This is an optimization exercise on Yosys and OpenROAD, whose aim is small area, a short achievable clock period and few clock cycles per item, not a production implementation.
Where RTL was checked, it was by simulation tests only, not by an equivalence proof against the original.
Power figures rest on the tool's default switching activity, not on a simulated workload.

==> inputs of job 7026 <==
Design conv_top, start of the top module:
module conv_top
(
    input  logic        clk,
    input  logic        rst,
    input  logic        start,
    input  logic [19:0] cfg_weight_base,
    input  logic [19:0] cfg_bias_base,
    input  logic [19:0] cfg_data_base,
    input  logic [19:0] cfg_result_base,
    input  logic [9:0]  cfg_rownum,
    input  logic [9:0]  cfg_columnnum,
    input  logic [9:0]  cfg_filternum,
    input  logic [7:0]  mem_rdata,
    output logic        mem_en,
    output logic        mem_we,
    output logic [19:0] mem_addr,
    output logic [7:0]  mem_wdata,
    output logic        conv_finish
);
Settings: LEC_CHECK=0, CAP_MARGIN=5, CORE_MARGIN=2, CORE_UTILIZATION=75, CTS_CLUSTER_DIAMETER=70, CTS_CLUSTER_SIZE=32, PLACE_DENSITY=0.85, SLEW_MARGIN=5; clock period 11.5 ns.
standard.sh (not shown) runs the stock make flow with config.mk's settings and CLKGATE_MAP_FILE= SYNTH_SCRIPT=/design/flow/synth_recipe.tcl, a recipe that flattens the netlist after the stock synthesis.
==> flow/flow/run.sh <==
#!/bin/bash
# The standard layout (the standard.sh, unchanged synthesis and steps),
# with the timing repair aiming at a setup slack of SETUP_SLACK_MARGIN ns
# instead of 0, so that it sizes and buffers the paths for a shorter period,
# and the smallest buffer on the ports (timing repair upsizes those that
# need it). The clock period and every constraint stay the design's.
set -euo pipefail
export SETUP_SLACK_MARGIN=${SETUP_SLACK_MARGIN:-8}
export BUFFER_PORTS_ARGS="-buffer_cell sky130_fd_sc_hd__buf_1"
export CTS_ARGS="-sink_clustering_enable -sink_clustering_size 32 -sink_clustering_max_diameter 70 -dont_use_dummy_load -repair_clock_nets"
bash standard.sh > standard.log 2>&1
==> inputs of job 841, as changes to job 7026 <==
--- a/flow/design.v
+++ b/flow/design.v
@@ -40,13 +40,11 @@
     logic        cfirst;
     logic        en_q;
     logic        we_q;
     logic [19:0] addr_q;
     logic [7:0]  wdata_q;
-    logic        tv0, tv1, tv2;
-    logic [2:0]  tp0, tp1, tp2;
-    logic [1:0]  te0, te1, te2;
+    logic [6:0]  tg0, tg1, tg2;
     logic        t3_first, t3_initrow, t3_emit_a, t3_emit_b;
     logic        t4_emit_a, t4_emit_b;
     logic        t5_emit_b;
     logic        write_due;
     logic        rd_data;
@@ -61,11 +59,11 @@
     logic [19:0] off;
     logic        off_cin;
     logic [19:0] data_addr;
     logic [19:0] ptr;
     logic [19:0] ptr_inc;
-    logic [5:0]  tag_d;
+    logic [6:0]  tag_d;
     assign write_due = t4_emit_a || t5_emit_b;
     assign rd_data   = busy && !write_due && (phase == PH_DATA);
     assign rd_weight = busy && !write_due && (phase == PH_LOAD) && (tapcnt != 4'd9);
     assign rd_bias   = busy && !write_due && (phase == PH_LOAD) && (tapcnt == 4'd9);
     assign rlast     = (rowcnt == 10'd1);
@@ -86,33 +84,31 @@
     assign data_addr = cp + off + {19'd0, off_cin};
     assign ptr     = write_due ? rptr : ((tapcnt == 4'd9) ? bptr : wptr);
     assign ptr_inc = ptr + 20'd1;
     always_comb
     begin
-        tag_d = 6'd0;
+        tag_d = 7'd0;
         if (rd_weight || rd_bias)
-            tag_d = {1'b1, 2'd3, 3'd0};
+            tag_d = {1'b1, 2'd3, 4'd0};
         else if (rd_data)
-            tag_d = {1'b1, wrow, rd_first && cfirst,
+            tag_d = {1'b1, wrow, rd_first, rd_first && cfirst,
                      rd_last && !cfirst, rd_last && clast};
     end
     always_ff @(posedge clk)
     begin
         if (rst)
         begin
             busy        <= 1'b0;
             phase       <= PH_LOAD;
             en_q        <= 1'b0;
             we_q        <= 1'b0;
-            tv0         <= 1'b0;
-            te0         <= 2'd0;
+            tg0         <= 7'd0;
             conv_finish <= 1'b0;
         end
         else
         begin
-            tv0         <= tag_d[5];
-            te0         <= tag_d[1:0];
+            tg0         <= tag_d;
             en_q        <= busy && (write_due || phase == PH_LOAD || phase == PH_DATA);
             we_q        <= busy && write_due;
             conv_finish <= busy && drained;
             if (!busy)
             begin
@@ -197,42 +193,33 @@
     assign mem_wdata = wdata_q;
     always_ff @(posedge clk)
     begin
         if (rst)
         begin
-            tv1       <= 1'b0;
-            te1       <= 2'd0;
-            tv2       <= 1'b0;
-            te2       <= 2'd0;
+            tg1       <= 7'd0;
+            tg2       <= 7'd0;
             t3_first  <= 1'b0;
             t3_emit_a <= 1'b0;
             t3_emit_b <= 1'b0;
             t4_emit_a <= 1'b0;
             t4_emit_b <= 1'b0;
             t5_emit_b <= 1'b0;
         end
         else
         begin
-            tv1       <= tv0;
-            te1       <= te0;
-            tv2       <= tv1;
-            te2       <= te1;
-            t3_first  <= tv2 && (tp2[2:1] == 2'd1);
-            t3_emit_a <= tv2 && te2[1];
-            t3_emit_b <= tv2 && te2[0];
+            tg1       <= tg0;
+            tg2       <= tg1;
+            t3_first  <= tg2[6] && (tg2[5:4] != 2'd3) && tg2[3];
+            t3_emit_a <= tg2[6] && tg2[1];
+            t3_emit_b <= tg2[6] && tg2[0];
             t4_emit_a <= t3_emit_a;
             t4_emit_b <= t3_emit_b;
             t5_emit_b <= t4_emit_b;
         end
     end
     always_ff @(posedge clk)
-    begin
-        tp0        <= tag_d[4:2];
-        tp1        <= tp0;
-        tp2        <= tp1;
-        t3_initrow <= tp2[0];
-    end
+        t3_initrow <= tg2[2];
     function automatic logic [37:0] mac(input logic [18:0] acc_s,
                                         input logic [18:0] acc_c,
                                         input logic [3:0]  one,
                                         input logic [3:0]  two,
                                         input logic [3:0]  neg,
@@ -273,29 +260,29 @@
     logic [18:0]        bias_x;
     logic [18:0]        a_sum;
     logic [7:0]         sat_a;
     always_ff @(posedge clk)
     begin
-        if (tv2 && tp2[2:1] == 2'd3)
+        if (tg2[6] && tg2[5:4] == 2'd3)
         begin
             for (int k = 0; k < 9; k++)
                 wreg[k] <= wreg[k+1];
             wreg[9] <= mem_rdata;
         end
     end
-    assign in_data = tv2 && (tp2[2:1] != 2'd3);
+    assign in_data = tg2[6] && (tg2[5:4] != 2'd3);
     assign xe      = {mem_rdata, 1'b0};
     always_ff @(posedge clk)
     begin
         for (int k = 0; k < 4; k++)
         begin
             b_one[k] <= in_data && (xe[2*k+1] ^ xe[2*k]);
             b_two[k] <= in_data && ((xe[2*k+2] && !xe[2*k+1] && !xe[2*k])
                                  || (!xe[2*k+2] && xe[2*k+1] && xe[2*k]));
             b_neg[k] <= in_data && xe[2*k+2];
         end
-        case (tp2[2:1])
+        case (tg2[5:4])
             2'd0:    begin w_d <= wreg[0]; w_b <= wreg[1]; w_a <= wreg[2]; end
             2'd1:    begin w_d <= wreg[3]; w_b <= wreg[4]; w_a <= wreg[5]; end
             default: begin w_d <= wreg[6]; w_b <= wreg[7]; w_a <= wreg[8]; end
         endcase
         if (t3_emit_b)
==> flow/flow/run.sh (replaced) <==
#!/bin/bash
# The standard layout (the standard.sh, unchanged synthesis and steps),
# with the timing repair aiming at a setup slack of SETUP_SLACK_MARGIN ns
# instead of 0, so that it sizes and buffers the paths for a shorter period.
# The clock period and every constraint stay the design's.
set -euo pipefail
export SETUP_SLACK_MARGIN=${SETUP_SLACK_MARGIN:-8}
bash standard.sh > standard.log 2>&1
==> flow/config.mk (replaced) <==
export PLATFORM = sky130hd
export DESIGN_NAME = conv_top
export DESIGN_NICKNAME = conv_top
export VERILOG_FILES = /design/flow/design.v
export SDC_FILE = /design/flow/constraint.sdc
export NUM_CORES = 4
export LEC_CHECK = 0
export CAP_MARGIN = 20
export CORE_MARGIN = 2
export CORE_UTILIZATION = 40
export SLEW_MARGIN = 20
==> qor summary <==
	job 7026	job 841
Floorplan die width	184 µm	252 µm
Routed met3 length	3860 µm	3100 µm
CTS HTree Levels	1	2
Run status	finished clean	finished clean
Tapcells	402	782
Resized cells post-CTS	8	87
Xor/xnor share of the synthesized area	7.00%	6.01%
Layout multi-input combinational cell count	1,486	1,541
Count of routing violations after the opening detailed-route iteration	1,399	1,099
Post-layout minimum cycle time	3440 ps	3440 ps
Pin slew with the least headroom to its limit	1010 ps	1040 ps
Total standard cell area after synthesis	24,300 µm²	24,600 µm²
Placed cell count	2,698	3,146
Area share of the leading cell type in the synthesized netlist	28.9%	28.5%
Testbench counts of job 7026, summed over its fixed seeds: cycles 42,564, results 10,859.
Testbench counts of job 841, summed over its fixed seeds: cycles 42,564, results 10,859.


==> v20: inputs <==
conv_top, a different RTL version from the one above (not shown whole).
export LEC_CHECK = 0
export CAP_MARGIN = 20
export CORE_MARGIN = 2
export CORE_UTILIZATION = 75
export CTS_CLUSTER_DIAMETER = 80
export CTS_CLUSTER_SIZE = 24
export PLACE_DENSITY = 0.85
export SLEW_MARGIN = 20
create_clock -name core_clock -period 11.5 [get_ports {clk}]
==> flow/flow/run.sh <==
#!/bin/bash
# The standard layout (the standard.sh, unchanged synthesis and steps),
# with the timing repair aiming at a setup slack of SETUP_SLACK_MARGIN ns
# instead of 0, so that it sizes and buffers the paths for a shorter period,
# and the smallest buffer on the ports (timing repair upsizes those that
# need it). The clock period and every constraint stay the design's.
set -euo pipefail
export SETUP_SLACK_MARGIN=${SETUP_SLACK_MARGIN:-8}
export BUFFER_PORTS_ARGS="-buffer_cell sky130_fd_sc_hd__buf_1"
export CTS_ARGS="-sink_clustering_enable -sink_clustering_size 32 -sink_clustering_max_diameter 70 -dont_use_dummy_load -repair_clock_nets"
bash standard.sh > standard.log 2>&1
==> v30: changes against v20 <==
--- a/flow/design.v
+++ b/flow/design.v
@@ -38,17 +38,15 @@
     logic [1:0]  wrow;         
     logic        rfirst;
     logic        cfirst;
     logic        en_q;
     logic        we_q;
     logic [19:0] addr_q;
     logic [7:0]  wdata_q;
-    logic        tv0, tv1, tv2;
-    logic [2:0]  tp0, tp1, tp2;
-    logic [1:0]  te0, te1, te2;
+    logic [6:0]  tg0, tg1, tg2;
     logic        t3_first, t3_initrow, t3_emit_a, t3_emit_b;
     logic        t4_emit_a, t4_emit_b;
     logic        t5_emit_b;
     logic        write_due;
     logic        rd_data;
     logic        rd_weight;
     logic        rd_bias;
@@ -59,15 +57,15 @@
     logic        rd_last;
     logic        drained;
     logic [19:0] off;
     logic        off_cin;
     logic [19:0] data_addr;
     logic [19:0] ptr;
     logic [19:0] ptr_inc;
-    logic [5:0]  tag_d;
+    logic [6:0]  tag_d;
     assign write_due = t4_emit_a || t5_emit_b;
     assign rd_data   = busy && !write_due && (phase == PH_DATA);
     assign rd_weight = busy && !write_due && (phase == PH_LOAD) && (tapcnt != 4'd9);
     assign rd_bias   = busy && !write_due && (phase == PH_LOAD) && (tapcnt == 4'd9);
     assign rlast     = (rowcnt == 10'd1);
     assign clast     = (colcnt == 10'd1);
     assign flast     = (filtcnt == 10'd1);
@@ -84,37 +82,35 @@
         endcase
     end
     assign data_addr = cp + off + {19'd0, off_cin};
     assign ptr     = write_due ? rptr : ((tapcnt == 4'd9) ? bptr : wptr);
     assign ptr_inc = ptr + 20'd1;
     always_comb
     begin
-        tag_d = 6'd0;
+        tag_d = 7'd0;
         if (rd_weight || rd_bias)
-            tag_d = {1'b1, 2'd3, 3'd0};
+            tag_d = {1'b1, 2'd3, 4'd0};
         else if (rd_data)
-            tag_d = {1'b1, wrow, rd_first && cfirst,
+            tag_d = {1'b1, wrow, rd_first, rd_first && cfirst,
                      rd_last && !cfirst, rd_last && clast};
     end
     always_ff @(posedge clk)
     begin
         if (rst)
         begin
             busy        <= 1'b0;
             phase       <= PH_LOAD;
             en_q        <= 1'b0;
             we_q        <= 1'b0;
-            tv0         <= 1'b0;
-            te0         <= 2'd0;
+            tg0         <= 7'd0;
             conv_finish <= 1'b0;
         end
         else
         begin
-            tv0         <= tag_d[5];
-            te0         <= tag_d[1:0];
+            tg0         <= tag_d;
             en_q        <= busy && (write_due || phase == PH_LOAD || phase == PH_DATA);
             we_q        <= busy && write_due;
             conv_finish <= busy && drained;
             if (!busy)
             begin
                 if (start)
                 begin
@@ -195,46 +191,37 @@
     assign mem_we    = we_q;
     assign mem_addr  = addr_q;
     assign mem_wdata = wdata_q;
     always_ff @(posedge clk)
     begin
         if (rst)
         begin
-            tv1       <= 1'b0;
-            te1       <= 2'd0;
-            tv2       <= 1'b0;
-            te2       <= 2'd0;
+            tg1       <= 7'd0;
+            tg2       <= 7'd0;
             t3_first  <= 1'b0;
             t3_emit_a <= 1'b0;
             t3_emit_b <= 1'b0;
             t4_emit_a <= 1'b0;
             t4_emit_b <= 1'b0;
             t5_emit_b <= 1'b0;
         end
         else
         begin
-            tv1       <= tv0;
-            te1       <= te0;
-            tv2       <= tv1;
-            te2       <= te1;
-            t3_first  <= tv2 && (tp2[2:1] == 2'd1);
-            t3_emit_a <= tv2 && te2[1];
-            t3_emit_b <= tv2 && te2[0];
+            tg1       <= tg0;
+            tg2       <= tg1;
+            t3_first  <= tg2[6] && (tg2[5:4] != 2'd3) && tg2[3];
+            t3_emit_a <= tg2[6] && tg2[1];
+            t3_emit_b <= tg2[6] && tg2[0];
             t4_emit_a <= t3_emit_a;
             t4_emit_b <= t3_emit_b;
             t5_emit_b <= t4_emit_b;
         end
     end
     always_ff @(posedge clk)
-    begin
-        tp0        <= tag_d[4:2];
-        tp1        <= tp0;
-        tp2        <= tp1;
-        t3_initrow <= tp2[0];
-    end
+        t3_initrow <= tg2[2];
     function automatic logic [37:0] mac(input logic [18:0] acc_s,
                                         input logic [18:0] acc_c,
                                         input logic [3:0]  one,
                                         input logic [3:0]  two,
                                         input logic [3:0]  neg,
                                         input logic [7:0]  w);
         logic [8:0]      mag;
@@ -263,58 +250,47 @@
         c5 = ((s4 & c4) | (s4 & acc_s) | (c4 & acc_s)) << 1;
         mac = {c5, s5};
     endfunction
     logic [9:0][7:0]    wreg;          
     logic               in_data;
     logic [8:0]         xe;
     logic [3:0]         b_one, b_two, b_neg;
-    logic [2:0]         row_sel, row_sel_a;
     logic [7:0]         w_a, w_b, w_d;
     logic [18:0]        a_s, a_c, b_s, b_c, d_s, d_c;
     logic [18:0]        src_as, src_ac, src_bs, src_bc, src_ds, src_dc;
     logic [18:0]        bias_x;
     logic [18:0]        a_sum;
     logic [7:0]         sat_a;
     always_ff @(posedge clk)
     begin
-        if (tv2 && tp2[2:1] == 2'd3)
+        if (tg2[6] && tg2[5:4] == 2'd3)
         begin
             for (int k = 0; k < 9; k++)
                 wreg[k] <= wreg[k+1];
             wreg[9] <= mem_rdata;
         end
     end
-    assign in_data = tv2 && (tp2[2:1] != 2'd3);
+    assign in_data = tg2[6] && (tg2[5:4] != 2'd3);
     assign xe      = {mem_rdata, 1'b0};
     always_ff @(posedge clk)
     begin
         for (int k = 0; k < 4; k++)
         begin
             b_one[k] <= in_data && (xe[2*k+1] ^ xe[2*k]);
             b_two[k] <= in_data && ((xe[2*k+2] && !xe[2*k+1] && !xe[2*k])
                                  || (!xe[2*k+2] && xe[2*k+1] && xe[2*k]));
             b_neg[k] <= in_data && xe[2*k+2];
         end
-        for (int k = 0; k < 3; k++)
-        begin
-            row_sel[k]   <= (tp2[2:1] == 2'(k));
-            row_sel_a[k] <= (tp2[2:1] == 2'(k)) && !t3_emit_b;
-        end
-    end
-    always_comb
-    begin
-        w_d = 8'd0;
-        w_b = 8'd0;
-        w_a = 8'd0;
-        for (int k = 0; k < 3; k++)
-        begin
-            w_d = w_d | ({8{row_sel[k]}}   & wreg[3*k]);
-            w_b = w_b | ({8{row_sel[k]}}   & wreg[3*k+1]);
-            w_a = w_a | ({8{row_sel_a[k]}} & wreg[3*k+2]);
-        end
+        case (tg2[5:4])
+            2'd0:    begin w_d <= wreg[0]; w_b <= wreg[1]; w_a <= wreg[2]; end
+            2'd1:    begin w_d <= wreg[3]; w_b <= wreg[4]; w_a <= wreg[5]; end
+            default: begin w_d <= wreg[6]; w_b <= wreg[7]; w_a <= wreg[8]; end
+        endcase
+        if (t3_emit_b)
+            w_a <= 8'd0;
     end
     assign bias_x = {{11{wreg[9][7]}}, wreg[9]};
     always_comb
     begin
         if (t3_first || t4_emit_b)
         begin
             src_as = b_s;
==> flow/flow/run.sh (replaced) <==
#!/bin/bash
# The standard layout (the standard.sh, unchanged synthesis and steps),
# with the timing repair aiming at a setup slack of SETUP_SLACK_MARGIN ns
# instead of 0, so that it sizes and buffers the paths for a shorter period,
# and the smallest buffer on the ports (timing repair upsizes those that
# need it). The clock period and every constraint stay the design's.
set -euo pipefail
export SETUP_SLACK_MARGIN=${SETUP_SLACK_MARGIN:-8}
export BUFFER_PORTS_ARGS="-buffer_cell sky130_fd_sc_hd__buf_1"
bash standard.sh > standard.log 2>&1
==> flow/config.mk (replaced) <==
export PLATFORM = sky130hd
export DESIGN_NAME = conv_top
export DESIGN_NICKNAME = conv_top
export VERILOG_FILES = /design/flow/design.v
export SDC_FILE = /design/flow/constraint.sdc
export NUM_CORES = 4
export LEC_CHECK = 0
export CAP_MARGIN = 20
export CORE_MARGIN = 2
export CORE_UTILIZATION = 40
export CTS_CLUSTER_DIAMETER = 100
export CTS_CLUSTER_SIZE = 30
export SLEW_MARGIN = 20
==> summary.txt <==
v20 completed with no timing, DRC or antenna violations. v30 completed without violations. In v20 the global-route usage is higher than in v30, by 15 points. Of v30 and v20, v30 has the higher synthesized cell count (gap about 5.5%, measured against v20). Between v30 and v20, the lower sequential share of layout area is in v30 (gap 0.83 points). Against v30, the maximum frequency of v20 is lower by 2.6%. Between v20 and v30, the lower sequential cell count is in v20 (gap 21). Of v20 and v30, v30 has the higher worst setup slack (gap 0.091 ns). In combinational power, v20 and v30 hardly differ. Worst hold slack: v30 is better than v20 (0.026 ns). Of v20 and v30, v30 has the higher cell area (gap about 5.4%, measured against v30).
==> figures <==
                                                                                     v30             v20
Source-to-sink clock delay at the later pin of the worst-skew pair               0.59 ns         0.58 ns
Inserted Diodes                                                                        0               2
Adder and majority gate portion of the synthesized area                            0.156           0.162
Count of inverters other than clock inverters in the layout                          203             196
Number of violations reported at the end of detailed-routing iteration 0            1106            2031
Clock network area share                                                          0.0304          0.0245
Routability cong.                                                                  0.871           0.953
Number of standard cells in the final layout excluding fillers                      3207            2717
Number of tap cells added at floorplan                                               782             402
Synthesized-area fraction occupied by ao, oa, aoi and oai cells                    0.120           0.121
Sequential share of power                                                          0.487           0.497
Status                                                                    finished clean  finished clean
Core outline area                                                              60600 µm²       31400 µm²
WP data required                                                                 9.20 ns        11.89 ns
Layout Cell Area excl Fill                                                     27000 µm²       25500 µm²
Post-Place Cells                                                                    3146            2666
Kind of critical path                                                         reg -> out      reg -> reg
Stages on the worst setup path                                                         1               8
Post-synthesis share of cell area spent on xor and xnor gates                     0.0601          0.0656
Number of instances resized during post-cts repair                                    14              32
Testbench counts of v30, summed over its fixed seeds: cycles 42,564, results 10,859.
For v20, only the layout was checked, not whether the RTL still works.

## re-timing with driven ports
No port has a modelled driver above. Below, the same layouts with a new extraction and two added sets of constraints. Step 1 sets driving cells, clkbuf_16 on the clock port and buf_2 on the other inputs (assumed; they add their load-dependent delay and slew). Step 2 also shifts input and output timing later by t, the mid clock arrival at the registers, as if the neighbouring blocks saw the same clock. a / b / c = no drivers / after step 1 / after step 2; a / b = the first two.
| run | shift t [ns] | slack for setup (ns) | worst hold slack (ns) | slew at the worst register clock pin (ns) | worst slew at a driven data input, ns |
|---|---|---|---|---|---|
| job 7026 | 0.594 | 8.064 / 8.010 / 8.123 | 0.335 / 0.335 / 0.335 | 0.11 / 0.11 | 0.08 |
| job 841 | 0.645 | 8.055 / 7.997 / 7.705 | 0.328 / 0.328 / 0.328 | 0.07 / 0.07 | 0.10 |
| v20 | 0.589 | 7.957 / 7.957 / 7.957 | 0.318 / 0.318 / 0.318 | 0.11 / 0.11 | 0.13 |
| v30 | 0.629 | 8.048 / 7.993 / 7.989 | 0.344 / 0.344 / 0.344 | 0.12 / 0.12 | 0.11 |
After both steps setup and hold are still met in every run listed. For job 841, which loses most, drivers alone change the setup slack by -0.058 ns; drivers and shift together by -0.350 ns.
